Source: an optimization exercise on an open RTL-to-GDS flow (aim: small area, a short achievable clock period and few clock cycles). Production flows keep margins and buffers that such runs may drop.
Only simulation tests tie the RTL to the original design; equivalence was not proved.
No driver is modelled on the clock port, so clocking that relies on it looks cheaper here than on a real chip.
Power and IR drop assume default switching activity.

## design/flow/config.mk

```make
export PLATFORM = sky130hd
export DESIGN_NAME = l2_write_buffer
export DESIGN_NICKNAME = l2_write_buffer
export VERILOG_FILES = /design/flow/design.v
export SDC_FILE = /design/flow/constraint.sdc
export NUM_CORES = 4
export LEC_CHECK = 0
export CAP_MARGIN = 20
export CORE_AREA = 10 10 290 290
export CTS_CLUSTER_DIAMETER = 100
export CTS_CLUSTER_SIZE = 20
export DIE_AREA = 0 0 300 300
export SETUP_SLACK_MARGIN = 2.8
export SLEW_MARGIN = 20
```

## design/flow/constraint.sdc

```tcl
create_clock -name core_clock -period 5.0 [get_ports {clk_i}]
set_input_delay 1.0000 -clock core_clock [delete_from_list [all_inputs] [get_ports {clk_i}]]
set_output_delay 1.0000 -clock core_clock [all_outputs]
set_load 0.01 [all_outputs]
```

## design/flow/design.v

```verilog
package l2_wb_types;
    localparam int unsigned ADDR_WIDTH      = 16;
    localparam int unsigned LINE_WIDTH      = 256;
    localparam int unsigned OFFSET_BITS     = 5;
    localparam int unsigned LINE_ADDR_WIDTH = ADDR_WIDTH - OFFSET_BITS;
    typedef logic [ADDR_WIDTH-1:0]      addr_t;
    typedef logic [LINE_WIDTH-1:0]      line_t;
    typedef logic [LINE_ADDR_WIDTH-1:0] lineaddr_t;
    typedef enum logic [1:0] {IDLE, ACK, FWD_READ, DRAIN} wb_state_t;
    function automatic logic [LINE_ADDR_WIDTH-1:0] line_of(input logic [ADDR_WIDTH-1:0] a);
        line_of = a[ADDR_WIDTH-1:OFFSET_BITS];
    endfunction
    function automatic logic [ADDR_WIDTH-1:0] line_base(input logic [LINE_ADDR_WIDTH-1:0] l);
        line_base = {l, {OFFSET_BITS{1'b0}}};
    endfunction
endpackage
module l2_wb_storage (
    input  logic                clk_i,
    input  logic                load_w_i,
    input  logic                load_r_i,
    input  l2_wb_types::line_t  wdata_i,
    input  l2_wb_types::line_t  rdata_i,
    output l2_wb_types::line_t  data_o
);
    l2_wb_types::line_t data_q;
    logic hold;
    assign hold = !(load_w_i || load_r_i);
    always_ff @(posedge clk_i) begin
        data_q <= ({l2_wb_types::LINE_WIDTH{load_w_i}} & wdata_i)
                | ({l2_wb_types::LINE_WIDTH{load_r_i}} & rdata_i)
                | ({l2_wb_types::LINE_WIDTH{hold}}     & data_q);
    end
    assign data_o = data_q;
endmodule
module l2_write_buffer (
    input  logic   clk_i,
    input  logic   rst_i,
    input  logic   l2_read,
    input  logic   l2_write,
    input  l2_wb_types::addr_t  l2_address,
    input  l2_wb_types::line_t  l2_wdata,
    output logic   l2_resp,
    output l2_wb_types::line_t  l2_rdata,
    output logic   pmem_read,
    output logic   pmem_write,
    output l2_wb_types::addr_t  pmem_address,
    output l2_wb_types::line_t  pmem_wdata,
    input  logic   pmem_resp,
    input  l2_wb_types::line_t  pmem_rdata,
    output logic   wb_empty
);
    logic                   resp_q;
    logic                   pmem_read_q;
    logic                   pmem_write_q;
    logic                   dirty_q;       
    logic                   valid_q;       
    logic                   resp_i_q;
    logic                   rd_i_q;        
    logic                   wr_i_q;        
    l2_wb_types::lineaddr_t line_q;        
    l2_wb_types::line_t     data;
    logic hit;
    logic free;      
    logic new_req;   
    logic load_w;
    logic start_rd;
    logic rd_hit;
    logic fill;      
    logic take;      
    logic keep;      
    logic resp_d;
    logic rd_d;
    logic wr_d;
    assign hit      = valid_q && (line_q == l2_wb_types::line_of(l2_address));
    assign free     = !(rd_i_q || wr_i_q) || pmem_resp;
    assign new_req  = !resp_i_q && !rd_i_q;
    assign load_w   = new_req && l2_write && free;
    assign rd_hit   = new_req && l2_read && hit;
    assign start_rd = new_req && l2_read && !hit && free;
    assign fill     = rd_i_q && pmem_resp;
    assign take     = new_req && (l2_read || l2_write) && free;
    assign keep     = resp_i_q || rd_i_q || !(l2_read || l2_write) || (wr_i_q && !pmem_resp);
    assign resp_d   = load_w || rd_hit || fill;
    assign rd_d     = start_rd || (rd_i_q && !pmem_resp);
    assign wr_d     = load_w || (wr_i_q && !pmem_resp);
    l2_wb_storage u_storage (
        .clk_i   (clk_i),
        .load_w_i(load_w),
        .load_r_i(rd_i_q),
        .wdata_i (l2_wdata),
        .rdata_i (pmem_rdata),
        .data_o  (data)
    );
    always_ff @(posedge clk_i or posedge rst_i) begin
        if (rst_i) begin
            resp_q       <= 1'b0;
            pmem_read_q  <= 1'b0;
            pmem_write_q <= 1'b0;
            dirty_q      <= 1'b0;
            valid_q      <= 1'b0;
        end else begin
            resp_q       <= resp_d;
            pmem_read_q  <= rd_d;
            pmem_write_q <= wr_d;
            if (load_w) begin
                dirty_q <= 1'b1;
            end else if (wr_i_q && pmem_resp) begin
                dirty_q <= 1'b0;
            end
            if (load_w || fill) begin
                valid_q <= 1'b1;
            end else if (start_rd) begin
                valid_q <= 1'b0;
            end
        end
    end
    always_ff @(posedge clk_i) begin
        resp_i_q <= !rst_i && resp_d;
        rd_i_q   <= !rst_i && rd_d;
        wr_i_q   <= !rst_i && wr_d;
        line_q <= ({l2_wb_types::LINE_ADDR_WIDTH{take}} & l2_wb_types::line_of(l2_address))
                | ({l2_wb_types::LINE_ADDR_WIDTH{keep}} & line_q);
    end
    assign l2_resp      = resp_q;
    assign l2_rdata     = data;
    assign pmem_read    = pmem_read_q;
    assign pmem_write   = pmem_write_q;
    assign pmem_address = l2_wb_types::line_base(line_q);
    assign pmem_wdata   = data;
    assign wb_empty     = !dirty_q;
endmodule
```

## design/flow/flow/run.sh

```bash
#!/bin/bash
# Standard layout (standard.sh) with: port buffers made from the smallest plain
# buffer, high-fanout nets split into buffer trees before timing repair, and
# the pins placed on more metal layers so that the die can be smaller.
set -euo pipefail
export BUFFER_PORTS_ARGS="-buffer_cell sky130_fd_sc_hd__buf_1"
export PRE_RESIZE_TCL="$PWD/flow/pre_resize.tcl"
if [[ -f flow/pins.args ]]; then export PLACE_PINS_ARGS="$(cat flow/pins.args)"; fi
if [[ -f flow/io_v.txt ]]; then export IO_PLACER_V="$(cat flow/io_v.txt)"; fi
if [[ -f flow/io_h.txt ]]; then export IO_PLACER_H="$(cat flow/io_h.txt)"; fi
if [[ -f flow/post_cts.tcl ]]; then export POST_CTS_TCL="$PWD/flow/post_cts.tcl"; fi
bash standard.sh > standard_flow.log 2>&1
```

## design/flow/flow/io_v.txt

```
met2 met4
```

## design/flow/flow/pre_resize.tcl

```tcl
set_max_fanout 16 [current_design]
```

## design/flow/standard.sh

```bash
#!/bin/bash
# synth_recipe.tcl (not shown) runs the flow's synth.tcl, then flattens the netlist and writes it again
# the make line also repeats each setting of config.mk as NAME=value (left out here)
make -C /OpenROAD-flow-scripts/flow DESIGN_CONFIG=/design/flow/config.mk WORK_HOME=/design/flow/orfs CLKGATE_MAP_FILE= SYNTH_SCRIPT=/design/flow/synth_recipe.tcl "${@:-finish}"
```

==> results.sh, run 1 <==
export IMPL_status="no timing/DRC/antenna violations"
export IMPL_ys_flop_type="dfxtp_1"
export IMPL_final_antenna_net_count=0
export IMPL_grt_overflow=0
export IMPL_grt_use_total_pct=14.7
export IMPL_maxCapViolCount=0
export IMPL_die_height_um=300
export IMPL_num_io_pins=1065
export IMPL_ys_warn_count=2
export IMPL_portBuffers=1054
export IMPL_wl_mm=74.0
export IMPL_die_x_um=300
export IMPL_place_gp_congestion=0.977
export IMPL_first_pass_iters=5
export IMPL_end_kind="flop"
export IMPL_timing_hold_ws_ns=0.392
export IMPL_layout_drive_gt1_share_pct=14.0
export IMPL_arrival_ns=2.65
export IMPL_power_density_nw_per_um2=463
export IMPL_hold_path_class="in2async"
export IMPL_drtIter0Drc=898
export IMPL_antenna_found_initial=17
export IMPL_gr_usage_met1_pct=15.6
export IMPL_final_hold_viol_count=0
export IMPL_setup_violations=0
export IMPL_crit_fanout=6
export IMPL_nNetsFinal=2548
export IMPL_synth_area_um2=12700
export IMPL_slew_viol_final=0
export IMPL_ys_ff_latch=275
export IMPL_grt_met3_usage_pct=8.24
export IMPL_avgSynthCellArea_um2=10.7
export IMPL_finalCritPeriodShare_pct=44.2
export IMPL_route_detailed_drc=0
export IMPL_startpoint_type="primary input"
export IMPL_wl_per_cell_um=24.1
export IMPL_async_flop_share_pct=1.82
export IMPL_required_ns=5.44
export IMPL_met2_usage_pct=23.9
export IMPL_busiest_layer="met2"
export IMPL_start_util_pct=16.3
export IMPL_areaGrowthSynthToFinish_pct=37.8
export IMPL_synth_cells=1186
export IMPL_dieArea_um2=90000
export IMPL_period_needed_ns=2.21
export IMPL_synth_edf_count=0
export IMPL_rsz0062_at_grt="true"
export IMPL_grt_pass1_wl_mm=98.2
export IMPL_worstSetupPathType="in2reg"
export IMPL_cts_tree="done"
export IMPL_viasPerCell=4.34
export IMPL_rows=102
export IMPL_insertion_delay_ns=0.55
export IMPL_grt_pass1_vias=13700
export IMPL_final_common_cell="buf_1"
export IMPL_mostFrequentLayoutCells="buf_1 (949), a22o_1 (256), a21o_1 (256)"
export IMPL_detailed_place_hpwl_mm=62.9
export IMPL_seq_area_frac_synth_pct=43.7
export IMPL_timing_final_ws_setup_ns=2.79
export IMPL_dp_slack_ns=-2.55
export IMPL_ys_types=33
export IMPL_worstMarginPinSlew_ns=0.545
export IMPL_max_vdd_ir_drop_mv=0.290
export IMPL_vias=13300
export IMPL_cts_sinks=275
export IMPL_finalPower_mw=8.07
export IMPL_r2r_setup_slack_ns=2.85
export IMPL_path_clk_slew_ns=0.09
export IMPL_leakage_nw=8.00
export IMPL_finClkSkew_ns=0.0202
export IMPL_timing_slew_headroom_pct=63.4
export IMPL_grt_max_degree=22
export IMPL_max_freq_mhz=453
export IMPL_core_um2=77600
## area by class of cell
class	instances	area, µm²
Multi-Input combinational cell	565	4610
Fill cell	8654	60200
Antenna cell	8	20.0
Tap cell	1040	1300
Clock buffer	22	497
Inverter	2	7.51
Sequential cell	275	5600
Timing Repair Buffer	1153	5340
Clock inverter	4	58.8
## worst max-delay path: stages
cell      delay (ns)
buf_8           0.10
nand2b_4        0.13
and3_4          0.24
buf_12          0.15
buf_12          0.12
buf_12          0.13
buf_12          0.12
buf_12          0.14
buf_6           0.11
a22o_4          0.23
a21o_1          0.15
## per-layer routing
layer  vias to the layer above  part of all wire, %
met5                         -                 0.22
met4                        20                  5.7
met3                       415                   14
li1                       5746                    -
met1                      6106                   35
met2                      1040                   45
## synth_stat cells (2+ instances only)
cell	instances	share of area, %
dfxtp_1	270	43
nand2_1	3	0.089
buf_6	27	2.4
xnor2_1	7	0.48
buf_4	263	16
inv_1	2	0.059
buf_2	29	1.1
and2_1	2	0.099
dfrtp_1	5	0.99
nor2_4	2	0.18
clkbuf_1	29	0.86
nand3_1	2	0.079
nand4_1	2	0.099
mux2_1	10	0.89
xor2_1	4	0.28
a22o_1	257	18
a21o_1	256	15
## worst paths after layout
kind,from,endpoint,cells past startpoint
worst max-delay path,pmem_resp,u_storage.data_q[129]$_DFF_P_,11
worst min-delay path,rst_i,resp_q$_DFF_PP0_,2
worst max register to register,rd_i_q$_DFF_P_,u_storage.data_q[129]$_DFF_P_,12
worst min register to register,u_storage.data_q[129]$_DFF_P_,u_storage.data_q[129]$_DFF_P_,1
max in group asynchronous,rst_i,pmem_read_q$_DFF_PP0_,2
min in group core_clock,u_storage.data_q[129]$_DFF_P_,u_storage.data_q[129]$_DFF_P_,1
## cell families (layout without fill, tap and decap cells)
group	Yosys count	after routing	share of synthesized area (%)
other	1	13	0.0296
muxes	11	11	0.979
buffers and inverters	350	1181	20.1
DFF	275	275	43.7
and+or+nand+nor	17	17	0.949
AOI/OAI and AO/OA	521	521	33.5
xor gates and xnor gates	11	11	0.762
## state kept, by name, indices dropped and copies added, names as in the netlist
name	cells
u_storage.data_q	256
line_q	11
dirty_q	1
pmem_read_q	1
pmem_write_q	1
rd_i_q	1
resp_i_q	1
resp_q	1
valid_q	1
wr_i_q	1
## metrics by stage
| step | utilization [%] | std cells | area (µm²) | setup TNS [ns] |
|---|---|---|---|---|
| after global routing | 22.5 | 3065 | 17400 | 0 |
| after detailed placement | 20.8 | 3006 | 16100 | -304.92 |
| final | 22.5 | 3069 | 17400 | 0 |
| after floorplan | - | 1190 | 12700 | 0 |
| after global placement | 20.1 | 2952 | 15600 | 0 |
## power breakdown
part	internal (mW)	leakage [nW]	switching, mW
combinational	1.27	5.39	1.85
sequential	2.77	2.34	0.585
clock	0.760	0.269	0.829
Testbench counts, summed over its fixed seeds: cycles 25,351.
==> run 2: changes to the inputs <==
--- a/design/flow/config.mk
+++ b/design/flow/config.mk
@@ -11,4 +11,4 @@
 export CTS_CLUSTER_SIZE = 20
 export DIE_AREA = 0 0 300 300
-export SETUP_SLACK_MARGIN = 2.8
+export SETUP_SLACK_MARGIN = 3.0
 export SLEW_MARGIN = 20
==> run 2 against run 1 <==
Design area up 31%. Register-to-register slack worse by 0.02 ns. Critical path depth up 1. Clock skew up 0.012 ns. Sequential cell count unchanged. Routed wire length up 20%. Die area unchanged. Fmax down 0.70%. Power up 30%. Still clean. First-iteration DRC count down 22%. Cell count up 1.7%.
==> results.sh, run 2 <==
export IMPL_status="no timing/DRC/antenna violations"
export IMPL_r2r_setup_slack_ns=2.83
export IMPL_cts_sinks=275
export IMPL_die_height_um=300
export IMPL_fin_area_um2=22800
export IMPL_finalPower_mw=10.5
export IMPL_finClkSkew_ns=0.0321
export IMPL_route_detailed_drc=0
export IMPL_cts_tree="done"
export IMPL_first_pass_iters=7
export IMPL_yosys_top_cells_count="dfxtp_1 (270), buf_4 (263), a22o_1 (257)"
export IMPL_ys_warn_count=2
export IMPL_reg2regPathDepth=13
export IMPL_nNetsFinal=2603
export IMPL_worstMarginPinSlew_ns=0.584
export IMPL_final_antenna_net_count=0
export IMPL_die_x_um=300
export IMPL_num_io_pins=1065
export IMPL_startpoint_type="primary input"
export IMPL_rows=102
export IMPL_yosysMostFrequentCell="dfxtp_1"
export IMPL_dpl_cell_area_um2=16100
export IMPL_insertion_delay_ns=0.57
export IMPL_timing_slew_headroom_pct=60.7
export IMPL_pwr_share_comb_pct=48.4
export IMPL_synth_top_cell_area_share_pct=42.7
export IMPL_largest_register="u_storage.data_q"
export IMPL_ys_flop_type="dfxtp_1"
export IMPL_hold_path_class="in2async"
export IMPL_maxCapViolCount=0
export IMPL_end_kind="flop"
export IMPL_path_clk_slew_ns=0.09
export IMPL_avgSynthCellArea_um2=10.7
export IMPL_fin_util_pct=29.3
export IMPL_fillers=7944
export IMPL_crit_family="buffers and inverters"
export IMPL_antenna_found_initial=15
export IMPL_required_ns=5.45
export IMPL_synth_largest_area_cell="dfxtp_1"
export IMPL_wl_per_cell_um=28.5
export IMPL_detailed_place_hpwl_mm=73.1
export IMPL_slowest_delay_ns=0.19
export IMPL_seqPwrFrac_pct=35.9
export IMPL_rsz0062_at_grt="true"
export IMPL_worstSetupPathType="in2reg"
export IMPL_timing_hold_ws_ns=0.369
export IMPL_arrival_ns=2.68
export IMPL_timing_final_ws_setup_ns=2.77
export IMPL_grt_max_degree=22
export IMPL_viasPerCell=4.49
export IMPL_leakage_nw=10.8
export IMPL_dp_slack_ns=-3.43
export IMPL_place_gp_congestion=0.972
export IMPL_intPower_mw=6.58
export IMPL_areaGrowthSynthToFinish_pct=80.0
export IMPL_synthTopCellsByArea="dfxtp_1 (43%), a22o_1 (18%), buf_4 (16%)"
export IMPL_swShare_pct=37.2
export IMPL_power_density_nw_per_um2=460
export IMPL_wl_mm=89.0
export IMPL_setup_violations=0
export IMPL_mostFrequentLayoutCells="buf_6 (526), buf_1 (526), a21o_1 (256)"
export IMPL_path_common_cell="buf_12"
export IMPL_ys_types=33
export IMPL_grt_use_total_pct=17.1
export IMPL_async_flop_share_pct=1.82
export IMPL_dieArea_um2=90000
export IMPL_timing_rr_end="u_storage.data_q[113]$_DFF_P_"
export IMPL_period_needed_ns=2.23
export IMPL_switchingPower_mw=3.90
export IMPL_vias=14000
export IMPL_largest_register_ffs=256
export IMPL_top_regs="u_storage.data_q: 256 flops, line_q: 11 flops"
export IMPL_synth_area_um2=12700
export IMPL_core_um2=77600
export IMPL_reg2reg_from="rd_i_q$_DFF_P_"
export IMPL_synth_edf_count=0
export IMPL_start_util_pct=16.3
export IMPL_ys_ff_latch=275
export IMPL_grt_overflow=0
export IMPL_crit_fanout=8
export IMPL_max_vdd_ir_drop_mv=0.290
export IMPL_finalCritPeriodShare_pct=44.5
export IMPL_final_hold_viol_count=0
export IMPL_drtIter0Drc=696
export IMPL_p_clk_share_pct=15.7
export IMPL_max_freq_mhz=449
export IMPL_seq_area_frac_synth_pct=43.7
export IMPL_slew_viol_final=0
export IMPL_synth_cells=1186
export IMPL_grt_pass1_vias=14000
export IMPL_crit_buf_inv=8
export IMPL_layout_drive_gt1_share_pct=47.3
export IMPL_grt_pass1_wl_mm=111
export IMPL_path_cells="buf_8, nand2b_4, and3_4, buf_12, buf_12, buf_12, buf_12, buf_12, buf_12, buf_16, a22o_1, a21o_1"
export IMPL_cp_slowest_cell="a22o_1"
export IMPL_portBuffers=1054
[run 2: layer usage]
layer  up-vias  wire length, µm  track usage [%]
met4        14             6660             8.55
met1      6496            30400             18.6
met5         -               81                0
met2      1123            41000             27.6
met3       492            10900             8.25
li1       5871                -                -
[run 2: area by class of cell]
cell class	count	area [µm²]	area share, %
sequential	275	6310	27.7
timing repair buffer	1207	9950	43.7
clock inverter	4	43.8	0.192
inverter	2	7.51	0.0330
clock buffer	25	538	2.36
tap	1040	1300	5.71
antenna	2	5.00	0.0220
multi-input combinational	565	4620	20.3
[run 2: logic make-up (layout without fill, tap and decap cells)]
logic type / after synthesis / count (layout) / synth area share [%]
DFF: 275 / 275 / 43.7
AOI/OAI and AO/OA: 521 / 521 / 33.5
other: 1 / 7 / 0.0296
xor gates and xnor gates: 11 / 11 / 0.762
muxes: 11 / 11 / 0.979
buffers and inverters: 350 / 1238 / 20.1
and+or+nand+nor: 17 / 17 / 0.949
[run 2: worst max path at each step]
stage | start | to | slack [ns] | depth (start not counted)
3_5_place_dp | rd_i_q$_DFF_P_ | u_storage.data_q[177]$_DFF_P_ | -3.43 | 13
5_1_grt | pmem_resp | u_storage.data_q[113]$_DFF_P_ | 2.78 | 12
3_3_place_gp | pmem_resp | u_storage.data_q[183]$_DFF_P_ | 1.88 | 7
6_report | pmem_resp | u_storage.data_q[113]$_DFF_P_ | 2.77 | 12
2_1_floorplan | pmem_resp | u_storage.data_q[100]$_DFF_P_ | 2.90 | 7
[run 2: stage by stage]
step / TNS [ns] / cells
after global placement: 0 / 2945
after detailed placement: -418.30 / 3004
after floorplan: 0 / 1190
final: 0 / 3120
after global routing: 0 / 3120
[run 2: power by group through the flow]
stage	Combinational, mW	Sequential [mW]	Clock (mW)
3_3_place_gp	3.13	3.33	0
5_1_grt	5.32	3.83	1.78
6_report	5.07	3.76	1.65
2_1_floorplan	1.86	3.42	0
3_5_place_dp	3.26	3.36	0
==> run 3: changes to the inputs <==
==> design/flow/flow/post_cts.tcl (new file) <==
# Collapse the middle levels of the clock tree so that every leaf clock buffer
# is driven by the root clock buffer directly.
set block [ord::get_db_block]
set collapsed 0
foreach inst [$block getInsts] {
  set name [$inst getName]
  if {![regexp {^clkbuf_[1-9][0-9]*_} $name]} { continue }
  set innet [[$inst findITerm A] getNet]
  set outnet [[$inst findITerm X] getNet]
  foreach it [$outnet getITerms] {
    if {[$it getInst] eq $inst} { continue }
    $it disconnect
    $it connect $innet
  }
  odb::dbInst_destroy $inst
  odb::dbNet_destroy $outnet
  incr collapsed
}
puts "post_cts: collapsed $collapsed clock buffers"
--- a/design/flow/config.mk
+++ b/design/flow/config.mk
@@ -11,4 +11,4 @@
 export CTS_CLUSTER_SIZE = 20
 export DIE_AREA = 0 0 300 300
-export SETUP_SLACK_MARGIN = 3.0
+export SETUP_SLACK_MARGIN = 2.9
 export SLEW_MARGIN = 20
==> run 3 against run 2 <==
Fmax increased by 4.7%. Design area decreased by 18%. Critical path depth unchanged. Count of clock-buffer cells in the layout decreased by 9. Highest routed layer unchanged. Routed wire length decreased by 16%. Still clean on timing, DRC and antenna. Worst hold slack improved by 0.057 ns. Clock power decreased by 22%. Die area unchanged. Non-clock buffer count decreased by 55. Cell count decreased by 2.1%.
==> results.sh, run 3 <==
export IMPL_status="no timing/DRC/antenna violations"
export IMPL_synth_cells=1186
export IMPL_slew_viol_final=0
export IMPL_cts_tree="done"
export IMPL_wl_per_cell_um=24.5
export IMPL_rows=102
export IMPL_detailed_place_hpwl_mm=63.6
export IMPL_place_gp_congestion=0.943
export IMPL_tns_ns=0
export IMPL_seq_area_frac_synth_pct=43.7
export IMPL_ys_flop_type="dfxtp_1"
export IMPL_dieArea_um2=90000
export IMPL_first_pass_iters=5
export IMPL_dpl_cell_area_um2=16100
export IMPL_seq_area_um2=5950
export IMPL_insertion_delay_ns=0.51
export IMPL_finalPower_mw=8.46
export IMPL_grt_pass1_wl_mm=99.4
export IMPL_final_cell_count_no_fill=3055
export IMPL_finClkSkew_ns=0.00909
export IMPL_final_hold_viol_count=0
export IMPL_end_kind="flop"
export IMPL_areaGrowthSynthToFinish_pct=47.6
export IMPL_ys_ff_latch=275
export IMPL_synthTopCellsByArea="dfxtp_1 (43%), a22o_1 (18%), buf_4 (16%)"
export IMPL_synth_edf_count=0
export IMPL_period_needed_ns=2.12
export IMPL_max_freq_mhz=471
export IMPL_rsz0062_at_grt="true"
export IMPL_path_clk_slew_ns=0.09
export IMPL_worstMarginPinSlew_ns=0.624
export IMPL_timing_final_ws_setup_ns=2.88
export IMPL_die_x_um=300
export IMPL_arrival_ns=2.53
export IMPL_nNetsFinal=2544
export IMPL_mostFrequentLayoutCells="buf_1 (569), a22o_1 (256), a21o_1 (256)"
export IMPL_vias=13300
export IMPL_final_common_cell="buf_1"
export IMPL_hold_path_class="in2async"
export IMPL_portBuffers=1054
export IMPL_dp_slack_ns=-2.62
export IMPL_ys_types=33
export IMPL_avgSynthCellArea_um2=10.7
export IMPL_route_detailed_drc=0
export IMPL_largest_register_ffs=256
export IMPL_fillers=8472
export IMPL_timing_slew_headroom_pct=58.4
export IMPL_wl_mm=74.9
export IMPL_largest_register="u_storage.data_q"
export IMPL_ys_warn_count=2
export IMPL_timing_hold_ws_ns=0.426
export IMPL_drtIter0Drc=851
export IMPL_required_ns=5.41
export IMPL_synth_largest_area_cell="dfxtp_1"
export IMPL_leakage_nw=9.30
export IMPL_core_um2=77600
export IMPL_grt_pass1_vias=13600
export IMPL_maxCapViolCount=0
export IMPL_worstSetupPathType="in2reg"
export IMPL_grt_max_degree=22
export IMPL_die_height_um=300
export IMPL_antenna_found_initial=7
export IMPL_multiInputGateArea_um2=4610
export IMPL_cts_sinks=275
export IMPL_fin_util_pct=24.1
export IMPL_layout_drive_gt1_share_pct=42.4
export IMPL_dp_cells=3004
export IMPL_num_io_pins=1065
export IMPL_grt_overflow=0
export IMPL_yosysMostFrequentCell="dfxtp_1"
export IMPL_finalCritPeriodShare_pct=42.5
export IMPL_power_density_nw_per_um2=453
export IMPL_fin_area_um2=18700
export IMPL_async_flop_share_pct=1.82
export IMPL_grt_use_total_pct=15.3
export IMPL_final_antenna_net_count=0
export IMPL_setup_violations=0
export IMPL_startpoint_type="primary input"
export IMPL_max_vdd_ir_drop_mv=0.272
export IMPL_yosys_top_cells_count="dfxtp_1 (270), buf_4 (263), a22o_1 (257)"
export IMPL_crit_fanout=8
export IMPL_synth_top_cell_area_share_pct=42.7
export IMPL_start_util_pct=16.3
export IMPL_synth_area_um2=12700
export IMPL_top_regs="u_storage.data_q: 256 flops, line_q: 11 flops"
export IMPL_viasPerCell=4.37
-- run 3: cell types whose count changed in the layout (fill, tap and decap cells not counted), moves of 43 or more --
cell      before  now
buf_6        526   77
clkbuf_2      10  197
buf_2          6  143
dfxtp_4      178   43
dfxtp_2       89  207
buf_4         58  116
buf_1        526  569
-- run 3: per-layer routing --
layer  routed length [µm]  vias to the layer above  GRT usage [%]
met3                 9620                      412           8.54
met1                26500                     6178           16.0
met2                33400                     1030           23.7
li1                     -                     5714              -
met4                 5130                        4           8.93
met5                  170                        -           1.19
-- run 3: final cells by class --
cell class | instances | share of cell area [%]
diodes | 4 | 0.0536
clock inverters | 1 | 0.0402
clock buffers | 16 | 2.03
repair buffers | 1152 | 34.3
multi-input cells | 565 | 24.7
flip-flops and latches | 275 | 31.9
well taps | 1040 | 6.97
inverters | 2 | 0.0402
-- run 3: where the power goes --
group	switching, mW	total [mW]	internal (mW)
Clock	0.749	1.28	0.534
Combinational	1.96	3.68	1.72
Sequential	0.610	3.50	2.89
-- run 3: cell families after synthesis --
group	Yosys count	share of synthesized area, %
DFF	275	43.7
other	1	0.0296
xor gates and xnor gates	11	0.762
muxes	11	0.979
and+or+nand+nor	17	0.949
buffers and inverters	350	20.1
AOI/OAI and AO/OA	521	33.5
-- run 3: worst paths after layout --
kind,startpoint,to,slack [ns],cells after the start
worst max-delay path,pmem_resp,u_storage.data_q[208]$_DFF_P_,2.88,12
worst min-delay path,rst_i,resp_q$_DFF_PP0_,0.43,2
worst max register to register,rd_i_q$_DFF_P_,u_storage.data_q[208]$_DFF_P_,2.99,12
worst min register to register,u_storage.data_q[245]$_DFF_P_,u_storage.data_q[245]$_DFF_P_,0.46,1
max in group asynchronous,rst_i,pmem_read_q$_DFF_PP0_,4.37,2
min in group core_clock,u_storage.data_q[245]$_DFF_P_,u_storage.data_q[245]$_DFF_P_,0.46,1
-- run 3: worst max-delay path: stages --
cell      delay (ns)
buf_8           0.08
nand2b_4        0.11
and3_4          0.24
nor2_4          0.05
buf_12          0.12
buf_12          0.12
buf_12          0.12
buf_12          0.13
buf_12          0.12
buf_12          0.14
buf_16          0.13
a21o_1          0.15
==> run 4: changes to the inputs <==
==> design/flow/flow/run.sh (replaced) <==
#!/bin/bash
# Standard layout (standard.sh) with: port buffers made from the smallest plain
# buffer, high-fanout nets split into buffer trees before timing repair, the
# pins placed on more metal layers so that the die can be smaller, and the four
# pins of each data bit (l2_wdata, pmem_rdata, l2_rdata, pmem_wdata) kept
# together.
set -euo pipefail
export BUFFER_PORTS_ARGS="-buffer_cell sky130_fd_sc_hd__buf_1"
export PRE_RESIZE_TCL="$PWD/flow/pre_resize.tcl"
pins=""
if [[ -f flow/pins.args ]]; then pins="$(cat flow/pins.args)"; fi
if [[ -f flow/group_bits ]]; then
  for i in $(seq 0 255); do
    pins="$pins -group_pins {l2_wdata[$i] pmem_rdata[$i] l2_rdata[$i] pmem_wdata[$i]}"
  done
fi
export PLACE_PINS_ARGS="$pins"
if [[ -f flow/io_v.txt ]]; then export IO_PLACER_V="$(cat flow/io_v.txt)"; fi
if [[ -f flow/io_h.txt ]]; then export IO_PLACER_H="$(cat flow/io_h.txt)"; fi
if [[ -f flow/post_cts.tcl ]]; then export POST_CTS_TCL="$PWD/flow/post_cts.tcl"; fi
bash standard.sh > standard_flow.log 2>&1
==> design/flow/flow/group_bits (new file) <==
group
--- a/design/flow/config.mk
+++ b/design/flow/config.mk
@@ -11,4 +11,4 @@
 export CTS_CLUSTER_SIZE = 20
 export DIE_AREA = 0 0 300 300
-export SETUP_SLACK_MARGIN = 2.9
+export SETUP_SLACK_MARGIN = 2.95
 export SLEW_MARGIN = 20
removed: design/flow/flow/post_cts.tcl
==> run 4 against run 3 <==
Still clean. First-iteration DRC count decreased by 56%. Cell count up 0.88%. Fmax shrank 5.6%. Count of clock-buffer cells in the layout is 8 higher. Via count shrank 3.9%. Sequential share of layout area decreased by 3.3 points. Worst hold slack better by 0.028 ns. Critical path depth grew 1. Global-route usage is 5.7 points lower. Critical path type unchanged. Critical endpoint is now u_storage.data_q[60]$_DFF_P_.
==> results.sh, run 4 <==
export IMPL_status="no timing/DRC/antenna violations"
export IMPL_arrival_ns=2.68
export IMPL_largest_register_ffs=256
export IMPL_start_util_pct=16.3
export IMPL_path_clk_slew_ns=0.08
export IMPL_largest_register="u_storage.data_q"
export IMPL_leakage_nw=10.2
export IMPL_antenna_found_initial=2
export IMPL_met2_length_mm=27.1
export IMPL_yosys_top_cells_count="dfxtp_1 (270), buf_4 (263), a22o_1 (257)"
export IMPL_worstMarginPinSlew_ns=0.702
export IMPL_slowest_delay_ns=0.24
export IMPL_power_density_nw_per_um2=427
export IMPL_worstSetupPathType="in2reg"
export IMPL_finalCritPeriodShare_pct=45.0
export IMPL_finClkSkew_ns=0.0150
export IMPL_avgSynthCellArea_um2=10.7
export IMPL_met1_length_mm=17.6
export IMPL_required_ns=5.43
export IMPL_areaGrowthSynthToFinish_pct=67.5
export IMPL_synth_largest_area_cell="dfxtp_1"
export IMPL_first_pass_iters=4
export IMPL_ys_flop_type="dfxtp_1"
export IMPL_synth_cells=1186
export IMPL_switchingPower_mw=3.03
export IMPL_final_cell_count_no_fill=3082
export IMPL_maxCapViolCount=0
export IMPL_crit_fanout=5
export IMPL_async_flop_share_pct=1.82
export IMPL_period_needed_ns=2.25
export IMPL_path_common_cell="buf_12"
export IMPL_dp_cells=3002
export IMPL_cts_sinks=275
export IMPL_final_antenna_net_count=0
export IMPL_fin_util_pct=27.3
export IMPL_rows=102
export IMPL_ys_types=33
export IMPL_rsz0062_at_grt="true"
export IMPL_grt_pass1_vias=13300
export IMPL_viasPerCell=4.16
export IMPL_synth_top_cell_area_share_pct=42.7
export IMPL_wl_mm=54.4
export IMPL_synthTopCellsByArea="dfxtp_1 (43%), a22o_1 (18%), buf_4 (16%)"
export IMPL_drtIter0Drc=374
export IMPL_final_hold_viol_count=0
export IMPL_end_kind="flop"
export IMPL_detailed_place_hpwl_mm=39.4
export IMPL_yosysMostFrequentCell="dfxtp_1"
export IMPL_portBuffers=1054
export IMPL_seqPwrFrac_pct=38.9
export IMPL_die_x_um=300
export IMPL_max_freq_mhz=444
export IMPL_cp_slowest_cell="and3_4"
export IMPL_ys_ff_latch=275
export IMPL_path_cells="buf_4, nand2b_4, and3_4, nor2_4, buf_12, buf_12, buf_12, buf_12, buf_12, buf_8, buf_12, buf_8, a21o_1"
export IMPL_grt_overflow=0
export IMPL_finalPower_mw=9.04
export IMPL_intPower_mw=6.02
export IMPL_slew_viol_final=0
export IMPL_core_um2=77600
export IMPL_cts_tree="done"
export IMPL_mostFrequentLayoutCells="buf_1 (526), buf_6 (426), a22o_1 (257)"
export IMPL_die_height_um=300
export IMPL_startpoint_type="primary input"
export IMPL_route_detailed_drc=0
export IMPL_timing_hold_ws_ns=0.454
export IMPL_dieArea_um2=90000
export IMPL_grt_use_total_pct=9.60
export IMPL_pwr_share_comb_pct=45.9
export IMPL_swShare_pct=33.5
export IMPL_grt_pass1_wl_mm=70.4
export IMPL_top_regs="u_storage.data_q: 256 flops, line_q: 11 flops"
export IMPL_hold_path_class="reg2reg"
export IMPL_synth_area_um2=12700
export IMPL_seq_area_frac_synth_pct=43.7
export IMPL_synth_edf_count=0
export IMPL_p_clk_share_pct=15.2
export IMPL_final_common_cell="buf_1"
export IMPL_tns_ns=0
export IMPL_nNetsFinal=2570
export IMPL_grt_max_degree=22
export IMPL_wl_met3_mm=4.99
export IMPL_layout_drive_gt1_share_pct=45.8
export IMPL_place_gp_congestion=0.757
export IMPL_vias=12800
export IMPL_setup_violations=0
export IMPL_wl_per_cell_um=17.7
export IMPL_insertion_delay_ns=0.52
export IMPL_ys_warn_count=2
export IMPL_max_vdd_ir_drop_mv=0.264
export IMPL_timing_slew_headroom_pct=53.2
export IMPL_routed_top_layer="met5"
export IMPL_num_io_pins=1065
export IMPL_diodes=0
run 4: cell counts after synthesis:
Identical to the previous run, type by type.
run 4: per-layer routing:
layer / GRT usage (%) / vias up
met4: 6.61 / 4
li1: - / 5755
met1: 9.45 / 5777
met2: 16.7 / 872
met5: 0 / -
met3: 3.56 / 415
run 4: area by class of cell:
type	instances	area [µm²]
repair buffers	1176	8780
fillers	7957	56400
well taps	1040	1300
flip-flops and latches	275	6040
clock buffers	24	452
multi-input cells	565	4600
inverters	2	7.51
run 4: cell families (layout without fill, tap and decap cells):
| group | after synthesis | in the layout | synth area share, % |
|---|---|---|---|
| muxes | 11 | 11 | 0.979 |
| DFF | 275 | 275 | 43.7 |
| other | 1 | 5 | 0.0296 |
| buffers and inverters | 350 | 1202 | 20.1 |
| and+or+nand+nor | 17 | 17 | 0.949 |
| AOI/OAI and AO/OA | 521 | 521 | 33.5 |
| xor gates and xnor gates | 11 | 11 | 0.762 |
run 4: power groups by stage:
stage / Combinational (mW) / Sequential [mW] / Clock, mW
5_1_grt: 4.42 / 3.60 / 1.52
3_5_place_dp: 2.68 / 3.23 / 0
3_3_place_gp: 2.51 / 3.23 / 0
6_report: 4.15 / 3.52 / 1.37
2_1_floorplan: 1.85 / 3.42 / 0
run 4: critical path, delay by kind of cell:
family | cells | cell delay [ns]
AOI/OAI and AO/OA | 1 | 0.16
buffers and inverters | 9 | 1.07
and+or+nand+nor | 3 | 0.42
run 4: through the flow:
step	area (µm²)	setup WS, ns
floorplan	12700	2.90
global placement	15500	2.08
detailed placement	16100	-4.10
global route	21200	2.73
finish	21200	2.75
run 4: final timing paths:
check	depth (start not counted)	endpoint	start	slack, ns
setup / recovery	13	u_storage.data_q[60]$_DFF_P_	pmem_resp	2.75
hold / removal	1	u_storage.data_q[125]$_DFF_P_	u_storage.data_q[125]$_DFF_P_	0.45
setup reg to reg	14	u_storage.data_q[60]$_DFF_P_	rd_i_q$_DFF_P_	2.80
hold reg to reg	1	u_storage.data_q[125]$_DFF_P_	u_storage.data_q[125]$_DFF_P_	0.45
max in group asynchronous	2	pmem_read_q$_DFF_PP0_	rst_i	4.30
min in group asynchronous	2	dirty_q$_DFFE_PP0P_	rst_i	0.47
==> run 5: changes to the inputs <==
==> design/flow/flow/pre_resize.tcl (replaced) <==
set_max_fanout 40 [current_design]
--- a/design/flow/config.mk
+++ b/design/flow/config.mk
@@ -11,4 +11,4 @@
 export CTS_CLUSTER_SIZE = 20
 export DIE_AREA = 0 0 300 300
-export SETUP_SLACK_MARGIN = 2.95
+export SETUP_SLACK_MARGIN = 2.8
 export SLEW_MARGIN = 20
==> run 5 against run 4 <==
Global-route usage decreased by 0.59 points. Critical path depth shrank 11. Sequential power shrank 9.9%. Largest cell class is now flip-flops and latches. Largest power group is now registers. Highest routed layer unchanged.
==> results.sh, run 5 <==
export IMPL_diodes=0
export IMPL_ys_warn_count=2
export IMPL_route_detailed_drc=0
export IMPL_insertion_delay_ns=0.53
export IMPL_timing_rr_end="u_storage.data_q[132]$_DFF_P_"
export IMPL_yosysMostFrequentCell="dfxtp_1"
export IMPL_synth_area_um2=12700
export IMPL_crit_end="wb_empty"
export IMPL_rows=102
export IMPL_first_pass_iters=4
export IMPL_final_hold_viol_count=0
export IMPL_areaGrowthSynthToFinish_pct=29.1
export IMPL_max_freq_mhz=467
export IMPL_wl_per_cell_um=15.3
export IMPL_path_clk_slew_ns=0.08
export IMPL_dp_slack_ns=0.629
export IMPL_fin_util_pct=21.1
export IMPL_setup_worst_path_start="dirty_q$_DFFE_PP0P_"
export IMPL_layout_drive_gt1_share_pct=3.13
export IMPL_rsz0062_at_grt="true"
export IMPL_synth_largest_area_cell="dfxtp_1"
export IMPL_tns_ns=0
export IMPL_mostFrequentLayoutCells="buf_1 (1052), dfxtp_1 (269), a22o_1 (257)"
export IMPL_avgSynthCellArea_um2=10.7
export IMPL_finalCritPeriodShare_pct=42.9
export IMPL_reg2regPathDepth=8
export IMPL_timing_slew_headroom_pct=43.9
export IMPL_die_height_um=300
export IMPL_synth_cells=1186
export IMPL_dieArea_um2=90000
export IMPL_power_density_nw_per_um2=436
export IMPL_grt_pass1_vias=12900
export IMPL_yosys_top_cells_count="dfxtp_1 (270), buf_4 (263), a22o_1 (257)"
export IMPL_required_ns=4.00
export IMPL_maxCapViolCount=0
export IMPL_core_um2=77600
export IMPL_arrival_ns=1.14
export IMPL_slew_viol_final=0
export IMPL_multiInputGateArea_um2=4610
export IMPL_period_needed_ns=2.14
export IMPL_ys_types=33
export IMPL_synth_edf_count=0
export IMPL_timing_final_ws_setup_ns=2.86
export IMPL_fillers=8636
export IMPL_grt_use_total_pct=9.00
export IMPL_drtIter0Drc=340
export IMPL_viasPerCell=3.93
export IMPL_wl_mm=45.7
export IMPL_worstMarginPinSlew_ns=0.841
export IMPL_start_util_pct=16.3
export IMPL_vias=11700
export IMPL_synthTopCellsByArea="dfxtp_1 (43%), a22o_1 (18%), buf_4 (16%)"
export IMPL_crit_fanout=2
export IMPL_num_io_pins=1065
export IMPL_largest_register="u_storage.data_q"
export IMPL_reg2reg_from="rd_i_q$_DFF_P_"
export IMPL_end_kind="output pin"
export IMPL_portBuffers=1054
export IMPL_grt_pass1_wl_mm=66.8
export IMPL_synth_top_cell_area_share_pct=42.7
export IMPL_die_x_um=300
export IMPL_worstSetupPathType="reg2out"
export IMPL_async_flop_share_pct=1.82
export IMPL_ys_ff_latch=275
export IMPL_leakage_nw=7.22
export IMPL_final_common_cell="buf_1"
export IMPL_setup_violations=0
export IMPL_cts_sinks=275
export IMPL_hold_path_class="in2async"
export IMPL_grt_overflow=0
export IMPL_final_antenna_net_count=0
export IMPL_largest_register_ffs=256
export IMPL_detailed_place_hpwl_mm=37.4
export IMPL_antenna_found_initial=4
export IMPL_place_gp_congestion=0.743
export IMPL_timing_hold_ws_ns=0.430
export IMPL_status="no timing/DRC/antenna violations"
export IMPL_r2r_setup_slack_ns=3.01
export IMPL_startpoint_type="flop"
export IMPL_finClkSkew_ns=0.0244
export IMPL_grt_max_degree=41
export IMPL_top_regs="u_storage.data_q: 256 flops, line_q: 11 flops"
export IMPL_seq_area_um2=5530
export IMPL_cts_tree="done"
export IMPL_nNetsFinal=2480
export IMPL_ys_flop_type="dfxtp_1"
export IMPL_seq_area_frac_synth_pct=43.7
export IMPL_max_vdd_ir_drop_mv=0.255
[run 5: final cells by class]
| cell class | instances | share of cell area [%] |
|---|---|---|
| flip-flops and latches | 275 | 33.9 |
| multi-input cells | 566 | 28.2 |
| repair buffers | 1085 | 27.1 |
| well taps | 1040 | 7.97 |
| clock buffers | 22 | 2.78 |
| inverters | 2 | 0.0460 |
[run 5: how the worst min path moves through the flow]
| stage | from | end | slack [ns] |
|---|---|---|---|
| final | rst_i | pmem_write_q$_DFF_PP0_ | 0.43 |
| after global routing | rst_i | dirty_q$_DFFE_PP0P_ | 0.43 |
| after detailed placement | u_storage.data_q[15]$_DFF_P_ | u_storage.data_q[15]$_DFF_P_ | 0.46 |
| after global placement | u_storage.data_q[28]$_DFF_P_ | u_storage.data_q[28]$_DFF_P_ | 0.46 |
| after floorplan | wr_i_q$_DFF_P_ | pmem_write_q$_DFF_PP0_ | 0.48 |
[run 5: metrics by stage]
step,instances,area (µm²),power [mW]
floorplan,1190,12700,5.27
global placement,2942,15500,5.71
detailed placement,2963,15600,5.78
global route,2990,16300,7.61
finish,2990,16300,7.12
[run 5: report_power, final]
group          total [mW]  leakage, nW  switching, mW  internal [mW]
Combinational        2.56         4.67           1.49           1.07
Clock                1.38        0.221          0.749          0.635
Sequential           3.17         2.33          0.418           2.75
[run 5: worst max-delay path, stage by stage, from the launching register on]
cell and delay (ns):
dfrtp_1 0.38, inv_2 0.08, buf_8 0.14
[run 5: cell families after synthesis]
family,count (synthesis),share of synthesized area (%)
other cells,1,0.0296
simple gates,17,0.949
compound gates,521,33.5
flops,275,43.7
buf+inv,350,20.1
xor+xnor,11,0.762
mux,11,0.979
[run 5: metal layers]
layer	GRT usage, %	vias to the layer above	part of all wire [%]
met5	0	-	0.031
met4	6.37	2	8.6
met3	2.97	376	8.2
met2	16.4	797	49
met1	8.43	4999	34
li1	-	5566	-
==> run 6: changes to the inputs <==
==> design/flow/flow/pre_resize.tcl (replaced) <==
# no fanout limit
==> run 6 against run 5 <==
Die area did not move. Combinational power fell by 3%. Critical endpoint is now pmem_write. Clock power rose by about 10%. Fmax fell by 0.12%. Sequential cell count did not move. Design area fell by 0.93%. Sequential power barely moved. Worst hold slack got worse by 0.0034 ns. Synthesized cell count did not move. First-iteration DRC count rose by 26%. Worst setup slack got worse by 0.0026 ns. Routed wire length fell by 5.2%.
==> results.sh, run 6 <==
export IMPL_max_freq_mhz=466
export IMPL_fillers=8643
export IMPL_viasPerCell=3.88
export IMPL_largest_register="u_storage.data_q"
export IMPL_vias=11600
export IMPL_synth_area_um2=12700
export IMPL_leakage_nw=7.14
export IMPL_timing_rr_end="u_storage.data_q[62]$_DFF_P_"
export IMPL_setup_violations=0
export IMPL_final_hold_viol_count=0
export IMPL_areaGrowthSynthToFinish_pct=27.9
export IMPL_met1_length_mm=14.6
export IMPL_core_um2=77600
export IMPL_final_cell_count_no_fill=2977
export IMPL_layout_drive_gt1_share_pct=2.58
export IMPL_synth_largest_area_cell="dfxtp_1"
export IMPL_mostFrequentLayoutCells="buf_1 (1049), dfxtp_1 (268), a22o_1 (257)"
export IMPL_grt_pass1_wl_mm=63.0
export IMPL_timing_hold_ws_ns=0.427
export IMPL_reg2reg_from="rd_i_q$_DFF_P_"
export IMPL_r2r_setup_slack_ns=2.99
export IMPL_worstMarginPinSlew_ns=0.845
export IMPL_period_needed_ns=2.15
export IMPL_power_density_nw_per_um2=443
export IMPL_first_pass_iters=4
export IMPL_rsz0062_at_grt="true"
export IMPL_ys_ff_latch=275
export IMPL_ys_types=33
export IMPL_dieArea_um2=90000
export IMPL_routed_top_layer="met4"
export IMPL_top_regs="u_storage.data_q: 256 flops, line_q: 11 flops"
export IMPL_crit_buf_inv=1
export IMPL_largest_register_ffs=256
export IMPL_final_common_cell="buf_1"
export IMPL_status="no timing/DRC/antenna violations"
export IMPL_required_ns=4.00
export IMPL_cts_sinks=275
export IMPL_rows=102
export IMPL_die_x_um=300
export IMPL_dp_cells=2942
export IMPL_end_kind="output pin"
export IMPL_reg2regPathDepth=5
export IMPL_route_detailed_drc=0
export IMPL_place_gp_congestion=0.743
export IMPL_wl_per_cell_um=14.5
export IMPL_crit_family="flip-flops"
export IMPL_synth_cells=1186
export IMPL_worstSetupPathType="reg2out"
export IMPL_insertion_delay_ns=0.54
export IMPL_slowest_delay_ns=0.43
export IMPL_met2_length_mm=20.7
export IMPL_tns_ns=0
export IMPL_synth_edf_count=0
export IMPL_die_height_um=300
export IMPL_cp_slowest_cell="dfrtp_1"
export IMPL_ys_warn_count=2
export IMPL_yosys_top_cells_count="dfxtp_1 (270), buf_4 (263), a22o_1 (257)"
export IMPL_async_flop_share_pct=1.82
export IMPL_avgSynthCellArea_um2=10.7
export IMPL_detailed_place_hpwl_mm=33.6
export IMPL_max_vdd_ir_drop_mv=0.255
export IMPL_hold_path_class="in2async"
export IMPL_grt_overflow=0
export IMPL_path_clk_slew_ns=0.09
export IMPL_finalCritPeriodShare_pct=42.9
export IMPL_synthTopCellsByArea="dfxtp_1 (43%), a22o_1 (18%), buf_4 (16%)"
export IMPL_maxCapViolCount=0
export IMPL_final_antenna_net_count=0
export IMPL_arrival_ns=1.15
export IMPL_portBuffers=1054
export IMPL_cts_tree="done"
export IMPL_path_cells="buf_6"
export IMPL_synth_top_cell_area_share_pct=42.7
export IMPL_ys_flop_type="dfxtp_1"
export IMPL_drtIter0Drc=429
export IMPL_yosysMostFrequentCell="dfxtp_1"
export IMPL_start_util_pct=16.3
export IMPL_startpoint_type="flop"
export IMPL_antenna_found_initial=3
export IMPL_wl_mm=43.3
export IMPL_crit_fanout=1
export IMPL_wl_met3_mm=3.60
export IMPL_seq_area_frac_synth_pct=43.7
export IMPL_finClkSkew_ns=0.0147
export IMPL_timing_slew_headroom_pct=43.6
export IMPL_slew_viol_final=0
export IMPL_num_io_pins=1065
export IMPL_grt_use_total_pct=8.33
export IMPL_grt_max_degree=149
export IMPL_nNetsFinal=2462
export IMPL_grt_pass1_vias=12600
[run 6: through the flow]
stage,area [µm²],setup slack (ns),total power [mW],util [%]
final,16200,2.85,7.17,20.9
after global routing,16200,2.78,7.68,20.9
after detailed placement,15500,2.21,5.72,20.0
after global placement,15500,2.22,5.71,20.0
after floorplan,12700,2.86,5.27,-
[run 6: how the worst max path moves through the flow]
stage	from	endpoint	slack, ns	cells after the start
2_1_floorplan	pmem_resp	u_storage.data_q[100]$_DFF_P_	2.86	7
3_3_place_gp	pmem_resp	u_storage.data_q[119]$_DFF_P_	2.22	6
3_5_place_dp	pmem_resp	u_storage.data_q[123]$_DFF_P_	2.21	6
5_1_grt	pmem_write_q$_DFF_PP0_	pmem_write	2.78	1
6_report	pmem_write_q$_DFF_PP0_	pmem_write	2.85	1
[run 6: logic make-up after synthesis]
kind of cell / after synthesis / synth area share, %
buf+inv: 350 / 20.1
other cells: 1 / 0.0296
mux: 11 / 0.979
compound gates: 521 / 33.5
xor+xnor: 11 / 0.762
flops: 275 / 43.7
simple gates: 17 / 0.949
[run 6: layout make-up]
class	count	area [µm²]	share of cell area, %
antenna	1	2.50	0.0155
clock inverter	1	20.0	0.124
clock buffer	26	522	3.22
tap	1040	1300	8.04
inverter	2	7.51	0.0464
multi-input combinational	566	4610	28.5
sequential	275	5540	34.2
timing repair buffer	1066	4190	25.9
[run 6: metal layers]
layer / global-route usage, % / up-vias
met2: 14.6 / 801
met5: 0 / -
li1: - / 5528
met3: 2.97 / 399
met1: 7.64 / 4832
met4: 7.14 / 0
[run 6: power breakdown]
part | switching, mW | internal (mW) | leakage [nW]
clock | 0.787 | 0.733 | 0.264
sequential | 0.423 | 2.75 | 2.33
combinational | 1.45 | 1.03 | 4.55
total | 2.66 | 4.51 | 7.14
==> run 7: changes to the inputs <==
--- a/design/flow/config.mk
+++ b/design/flow/config.mk
@@ -11,4 +11,4 @@
 export CTS_CLUSTER_SIZE = 20
 export DIE_AREA = 0 0 300 300
-export SETUP_SLACK_MARGIN = 2.8
+export SETUP_SLACK_MARGIN = 2.9
 export SLEW_MARGIN = 20
==> run 7 against run 6 <==
Count of clock-buffer cells in the layout fell by 6. Largest cell class unchanged. Synthesized area did not move. Clock skew rose by 0.0077 ns. Register-to-register slack barely moved. Power rose by 3.0%. Synthesized cell count did not move. Largest power group unchanged. Die area did not move. Worst hold slack got worse by 0.014 ns. Routed wire length fell by 0.45%. Clock power fell by 8%. Combinational power rose by 11%.
==> results.sh, run 7 <==
export IMPL_viasPerCell=3.96
export IMPL_hold_path_class="in2async"
export IMPL_antenna_found_initial=2
export IMPL_intPower_mw=4.79
export IMPL_max_freq_mhz=472
export IMPL_seq_area_frac_synth_pct=43.7
export IMPL_diodes=0
export IMPL_synth_largest_area_cell="dfxtp_1"
export IMPL_ys_types=33
export IMPL_slew_viol_final=0
export IMPL_vias=11800
export IMPL_power_density_nw_per_um2=436
export IMPL_switchingPower_mw=2.60
export IMPL_maxCapViolCount=0
export IMPL_place_gp_congestion=0.720
export IMPL_yosysMostFrequentCell="dfxtp_1"
export IMPL_worstMarginPinSlew_ns=0.999
export IMPL_end_kind="output pin"
export IMPL_cts_tree="done"
export IMPL_largest_register="u_storage.data_q"
export IMPL_setup_violations=0
export IMPL_grt_max_degree=142
export IMPL_top_regs="u_storage.data_q: 256 flops, line_q: 11 flops"
export IMPL_status="no timing/DRC/antenna violations"
export IMPL_arrival_ns=1.12
export IMPL_fin_util_pct=21.8
export IMPL_seqPwrFrac_pct=43.8
export IMPL_final_antenna_net_count=0
export IMPL_ys_warn_count=2
export IMPL_rsz0062_at_grt="true"
export IMPL_insertion_delay_ns=0.53
export IMPL_final_common_cell="buf_1"
export IMPL_swShare_pct=35.2
export IMPL_grt_pass1_vias=12600
export IMPL_required_ns=4.00
export IMPL_final_cell_count_no_fill=2969
export IMPL_drtIter0Drc=450
export IMPL_mostFrequentLayoutCells="buf_1 (563), buf_2 (334), a22o_1 (257)"
export IMPL_start_util_pct=16.3
export IMPL_worstSetupPathType="reg2out"
export IMPL_synth_top_cell_area_share_pct=42.7
export IMPL_portBuffers=1054
export IMPL_grt_overflow=0
export IMPL_reg2reg_from="rd_i_q$_DFF_P_"
export IMPL_detailed_place_hpwl_mm=33.2
export IMPL_synth_cells=1186
export IMPL_grt_pass1_wl_mm=62.6
export IMPL_period_needed_ns=2.12
export IMPL_grt_use_total_pct=8.16
export IMPL_ys_ff_latch=275
export IMPL_finClkSkew_ns=0.0223
export IMPL_synthTopCellsByArea="dfxtp_1 (43%), a22o_1 (18%), buf_4 (16%)"
export IMPL_die_height_um=300
export IMPL_synth_area_um2=12700
export IMPL_nNetsFinal=2460
export IMPL_wl_per_cell_um=14.5
export IMPL_setup_worst_path_start="pmem_write_q$_DFF_PP0_"
export IMPL_slowest_delay_ns=0.45
export IMPL_wl_mm=43.1
export IMPL_crit_family="flip-flops"
export IMPL_yosys_top_cells_count="dfxtp_1 (270), buf_4 (263), a22o_1 (257)"
export IMPL_dp_slack_ns=2.35
export IMPL_core_um2=77600
export IMPL_rows=102
export IMPL_leakage_nw=8.61
export IMPL_p_clk_share_pct=19.0
export IMPL_tns_ns=0
export IMPL_ys_flop_type="dfxtp_1"
export IMPL_areaGrowthSynthToFinish_pct=33.8
export IMPL_crit_buf_inv=1
export IMPL_path_cells="buf_6"
export IMPL_startpoint_type="flop"
export IMPL_final_hold_viol_count=0
export IMPL_layout_drive_gt1_share_pct=35.8
export IMPL_async_flop_share_pct=1.82
export IMPL_crit_fanout=1
export IMPL_dieArea_um2=90000
export IMPL_max_vdd_ir_drop_mv=0.286
export IMPL_timing_final_ws_setup_ns=2.88
export IMPL_finalPower_mw=7.39
export IMPL_cp_slowest_cell="dfrtp_2"
export IMPL_path_clk_slew_ns=0.08
export IMPL_pwr_share_comb_pct=37.3
export IMPL_first_pass_iters=4
export IMPL_largest_register_ffs=256
export IMPL_cts_sinks=275
export IMPL_synth_edf_count=0
export IMPL_timing_slew_headroom_pct=33.4
export IMPL_num_io_pins=1065
export IMPL_avgSynthCellArea_um2=10.7
export IMPL_die_x_um=300
export IMPL_dp_cells=2942
export IMPL_route_detailed_drc=0
export IMPL_finalCritPeriodShare_pct=42.4
## run 7: changes by cell type in the layout (fill, tap and decap cells not counted), moves of 2 or more
cell / before / now
clkbuf_2: 3 / 151
buf_6: 2 / 7
buf_2: 0 / 334
dfxtp_2: 1 / 159
buf_1: 1049 / 563
clkbuf_1: 5 / 3
dfxtp_1: 268 / 110
clkbuf_8: 2 / 0
## run 7: per-layer routing
layer  share of wire [%]  track usage (%)  wire length, µm
met5                   0                0                0
met4                 8.5             5.67             3660
met3                 8.8             3.03             3810
met2                  51             15.3            21800
met1                  32             7.10            13800
## run 7: final timing paths
kind,end,slack [ns],cells past startpoint
hold reg to reg,u_storage.data_q[55]$_DFF_P_,0.45,1
hold / removal,dirty_q$_DFFE_PP0P_,0.41,2
max in group asynchronous,pmem_write_q$_DFF_PP0_,4.36,2
setup / recovery,pmem_write,2.88,1
min in group core_clock,u_storage.data_q[55]$_DFF_P_,0.45,1
setup reg to reg,u_storage.data_q[177]$_DFF_P_,3.00,6
## run 7: worst reg2reg max path: stages, from the launching register on
cell and delay (ns):
dfxtp_4 0.60, nor2_4 0.10, and3_4 0.24, nor2_4 0.14, buf_12 0.15, buf_16 0.28
a21o_1 0.42
## run 7: layout make-up
cell class	count	area, µm²
clock buffers	20	437
clock inverters	1	30.0
fillers	8581	60700
inverters	2	7.51
multi-input cells	565	4600
flip-flops and latches	275	5730
well taps	1040	1300
repair buffers	1066	4810
## run 7: cell families after synthesis
family | count (synthesis) | share of synthesized area, %
other | 1 | 0.0296
AOI/OAI and AO/OA | 521 | 33.5
DFF | 275 | 43.7
muxes | 11 | 0.979
and+or+nand+nor | 17 | 0.949
buffers and inverters | 350 | 20.1
xor gates and xnor gates | 11 | 0.762
## run 7: through the flow
step	hold slack, ns	instance area, µm²
global route	0.379	16900
floorplan	0.482	12700
global placement	0.456	15500
finish	0.413	16900
detailed placement	0.458	15500
## run 7: power groups by stage
stage / logic (mW) / clock network [mW] / registers [mW]
6_report: 2.75 / 1.40 / 3.23
2_1_floorplan: 1.85 / 0 / 3.42
3_3_place_gp: 2.48 / 0 / 3.22
3_5_place_dp: 2.49 / 0 / 3.23
5_1_grt: 2.99 / 1.56 / 3.33
==> run 8: changes to the inputs <==
==> design/flow/flow/pre_resize.tcl (replaced) <==
set_max_fanout 16 [current_design]
--- a/design/flow/config.mk
+++ b/design/flow/config.mk
@@ -11,4 +11,4 @@
 export CTS_CLUSTER_SIZE = 20
 export DIE_AREA = 0 0 300 300
-export SETUP_SLACK_MARGIN = 2.9
+export SETUP_SLACK_MARGIN = 2.8
 export SLEW_MARGIN = 20
==> run 8 against run 7 <==
Still clean on timing, DRC and antenna. Cell count is 2.9% higher. Sequential power decreased by 2%. Sequential cell count unchanged. Fmax fell by 3.4%. Clock power increased by 8%. Largest cell class unchanged.
==> results.sh, run 8 <==
export IMPL_route_detailed_drc=0
export IMPL_power_density_nw_per_um2=433
export IMPL_start_util_pct=16.3
export IMPL_top_regs="u_storage.data_q: 256 flops, line_q: 11 flops"
export IMPL_max_vdd_ir_drop_mv=0.248
export IMPL_synthTopCellsByArea="dfxtp_1 (43%), a22o_1 (18%), buf_4 (16%)"
export IMPL_cts_sinks=275
export IMPL_leakage_nw=7.61
export IMPL_crit_fanout=8
export IMPL_path_common_cell="buf_12"
export IMPL_largest_register="u_storage.data_q"
export IMPL_required_ns=5.44
export IMPL_timing_slew_headroom_pct=57.9
export IMPL_wl_per_cell_um=15.7
export IMPL_dp_slack_ns=-4.22
export IMPL_synth_cells=1186
export IMPL_seq_area_frac_synth_pct=43.7
export IMPL_ys_types=33
export IMPL_finalPower_mw=7.40
export IMPL_period_needed_ns=2.19
export IMPL_core_um2=77600
export IMPL_setup_violations=0
export IMPL_slowest_delay_ns=0.19
export IMPL_slew_viol_final=0
export IMPL_synth_largest_area_cell="dfxtp_1"
export IMPL_final_hold_viol_count=0
export IMPL_die_height_um=300
export IMPL_layout_drive_gt1_share_pct=5.96
export IMPL_finalCritPeriodShare_pct=43.9
export IMPL_max_freq_mhz=456
export IMPL_drtIter0Drc=338
export IMPL_finClkSkew_ns=0.0135
export IMPL_final_antenna_net_count=0
export IMPL_place_gp_congestion=0.743
export IMPL_final_common_cell="buf_1"
export IMPL_viasPerCell=3.92
export IMPL_portBuffers=1054
export IMPL_maxCapViolCount=0
export IMPL_rsz0062_at_grt="true"
export IMPL_areaGrowthSynthToFinish_pct=35.0
export IMPL_hold_path_class="in2async"
export IMPL_yosys_top_cells_count="dfxtp_1 (270), buf_4 (263), a22o_1 (257)"
export IMPL_dieArea_um2=90000
export IMPL_setup_worst_path_start="pmem_resp"
export IMPL_antenna_found_initial=4
export IMPL_fin_area_um2=17100
export IMPL_path_clk_slew_ns=0.08
export IMPL_vias=12000
export IMPL_grt_use_total_pct=9.44
export IMPL_reg2reg_from="rd_i_q$_DFF_P_"
export IMPL_status="no timing/DRC/antenna violations"
export IMPL_wl_mm=48.0
export IMPL_worstSetupPathType="in2reg"
export IMPL_cp_slowest_cell="and3_4"
export IMPL_detailed_place_hpwl_mm=39.4
export IMPL_ys_ff_latch=275
export IMPL_die_x_um=300
export IMPL_startpoint_type="primary input"
export IMPL_grt_pass1_wl_mm=69.4
export IMPL_final_cell_count_no_fill=3054
export IMPL_grt_max_degree=21
export IMPL_dp_cells=3001
export IMPL_ys_warn_count=2
export IMPL_timing_final_ws_setup_ns=2.81
export IMPL_synth_top_cell_area_share_pct=42.7
export IMPL_diodes=0
export IMPL_cts_tree="done"
export IMPL_async_flop_share_pct=1.82
export IMPL_grt_pass1_vias=13300
export IMPL_synth_area_um2=12700
export IMPL_dpl_cell_area_um2=16100
export IMPL_insertion_delay_ns=0.55
export IMPL_avgSynthCellArea_um2=10.7
export IMPL_tns_ns=0
export IMPL_first_pass_iters=4
export IMPL_path_cells="buf_2, nand2b_4, and3_4, buf_12, buf_12, buf_12, buf_12, buf_12, clkbuf_16, a22o_1, a21o_1"
export IMPL_arrival_ns=2.64
export IMPL_num_io_pins=1065
export IMPL_rows=102
export IMPL_nNetsFinal=2541
export IMPL_end_kind="flop"
export IMPL_synth_edf_count=0
export IMPL_worstMarginPinSlew_ns=0.629
export IMPL_yosysMostFrequentCell="dfxtp_1"
export IMPL_largest_register_ffs=256
export IMPL_grt_overflow=0
export IMPL_ys_flop_type="dfxtp_1"
export IMPL_mostFrequentLayoutCells="buf_1 (1051), dfxtp_1 (269), a22o_1 (257)"
## run 8: cell types whose count changed in the layout (fill, tap and decap cells not counted), moves of 6 or more
| cell | change |
|---|---|
| buf_2 | -329 |
| dfxtp_2 | -159 |
| buf_4 | +27 |
| clkbuf_2 | -148 |
| dfxtp_1 | +159 |
| buf_8 | +6 |
| buf_12 | +17 |
| buf_1 | +488 |
## run 8: final timing paths
check / to / slack, ns / depth (start not counted)
max: u_storage.data_q[133]$_DFF_P_ / 2.81 / 11
min: pmem_write_q$_DFF_PP0_ / 0.43 / 2
max reg2reg: u_storage.data_q[18]$_DFF_P_ / 2.86 / 13
min reg2reg: u_storage.data_q[138]$_DFF_P_ / 0.47 / 1
max in group asynchronous: resp_q$_DFF_PP0_ / 4.37 / 2
min in group core_clock: u_storage.data_q[138]$_DFF_P_ / 0.47 / 1
## run 8: worst max-delay path, delay by kind of cell
kind	cells	cell delay, ns
buf+inv	7	0.95
compound gates	2	0.33
simple gates	2	0.33
## run 8: report_power, final
part	switching (mW)	internal, mW	total (mW)
registers	0.419	2.75	3.17
clock network	0.793	0.713	1.51
logic	1.53	1.19	2.72
## run 8: layout make-up
type	instances	area (µm²)
Clock inverter	2	21.3
Sequential cell	275	5530
Clock buffer	24	504
Fill cell	8541	60500
Inverter	2	7.51
Timing Repair Buffer	1146	5110
Multi-Input combinational cell	565	4600
Tap cell	1040	1300
## run 8: routing by layer
layer  global-route usage [%]  share of wire (%)  up-vias
met4                     6.76                8.7        2
met3                     2.98                7.6      391
met2                     17.1                 50      792
li1                         -                  -     5686
met5                        0              0.017        -
met1                     8.90                 34     5115
## run 8: logic make-up (layout without fill, tap and decap cells)
logic type | after synthesis | count (layout) | synth area share, %
xor+xnor | 11 | 11 | 0.762
flops | 275 | 275 | 43.7
other cells | 1 | 5 | 0.0296
buf+inv | 350 | 1174 | 20.1
simple gates | 17 | 17 | 0.949
mux | 11 | 11 | 0.979
compound gates | 521 | 521 | 33.5
## run 8: metrics by stage
step	utilization (%)	hold WS, ns
after detailed placement	20.7	0.462
after floorplan	-	0.480
after global routing	22.0	0.409
final	22.0	0.429
after global placement	20.0	0.456

what the ideal ports hide:
The flow's constraints put no driver on any port. The routed layouts listed below were extracted and timed again, unchanged, in two steps. Step 1 sets driving cells, clkbuf_16 on the clock port and buf_2 on the other inputs (assumed; they add their load-dependent delay and slew). Step 2 also shifts input and output timing later by t, the mid clock arrival at the registers, as if the neighbouring blocks saw the same clock. Slacks: ideal / step 1 / step 2; pairs: ideal / step 1.
| run | shift t [ns] | setup WS [ns] | worst data-port slew with drivers (ns) | pins driven straight from the clock port |
|---|---|---|---|---|
| run 1 | 0.595 | 2.790 / 2.768 / 2.199 | 0.35 | 1 |
| run 2 | 0.607 | 2.774 / 2.775 / 2.167 | 0.20 | 1 |
| run 3 | 0.568 | 2.875 / 2.862 / 2.294 | 0.18 | 1 |
| run 4 | 0.575 | 2.750 / 2.703 / 2.128 | 0.16 | 1 |
| run 5 | 0.581 | 2.857 / 2.798 / 2.284 | 0.21 | 1 |
| run 6 | 0.591 | 2.855 / 2.797 / 2.239 | 0.22 | 1 |
| run 7 | 0.573 | 2.881 / 2.824 / 2.391 | 0.14 | 1 |
| run 8 | 0.601 | 2.806 / 2.792 / 2.199 | 0.20 | 1 |
After both steps every run listed still meets setup and hold. For run 4, which loses most, drivers alone change the setup slack by -0.047 ns; drivers and shift together by -0.622 ns.
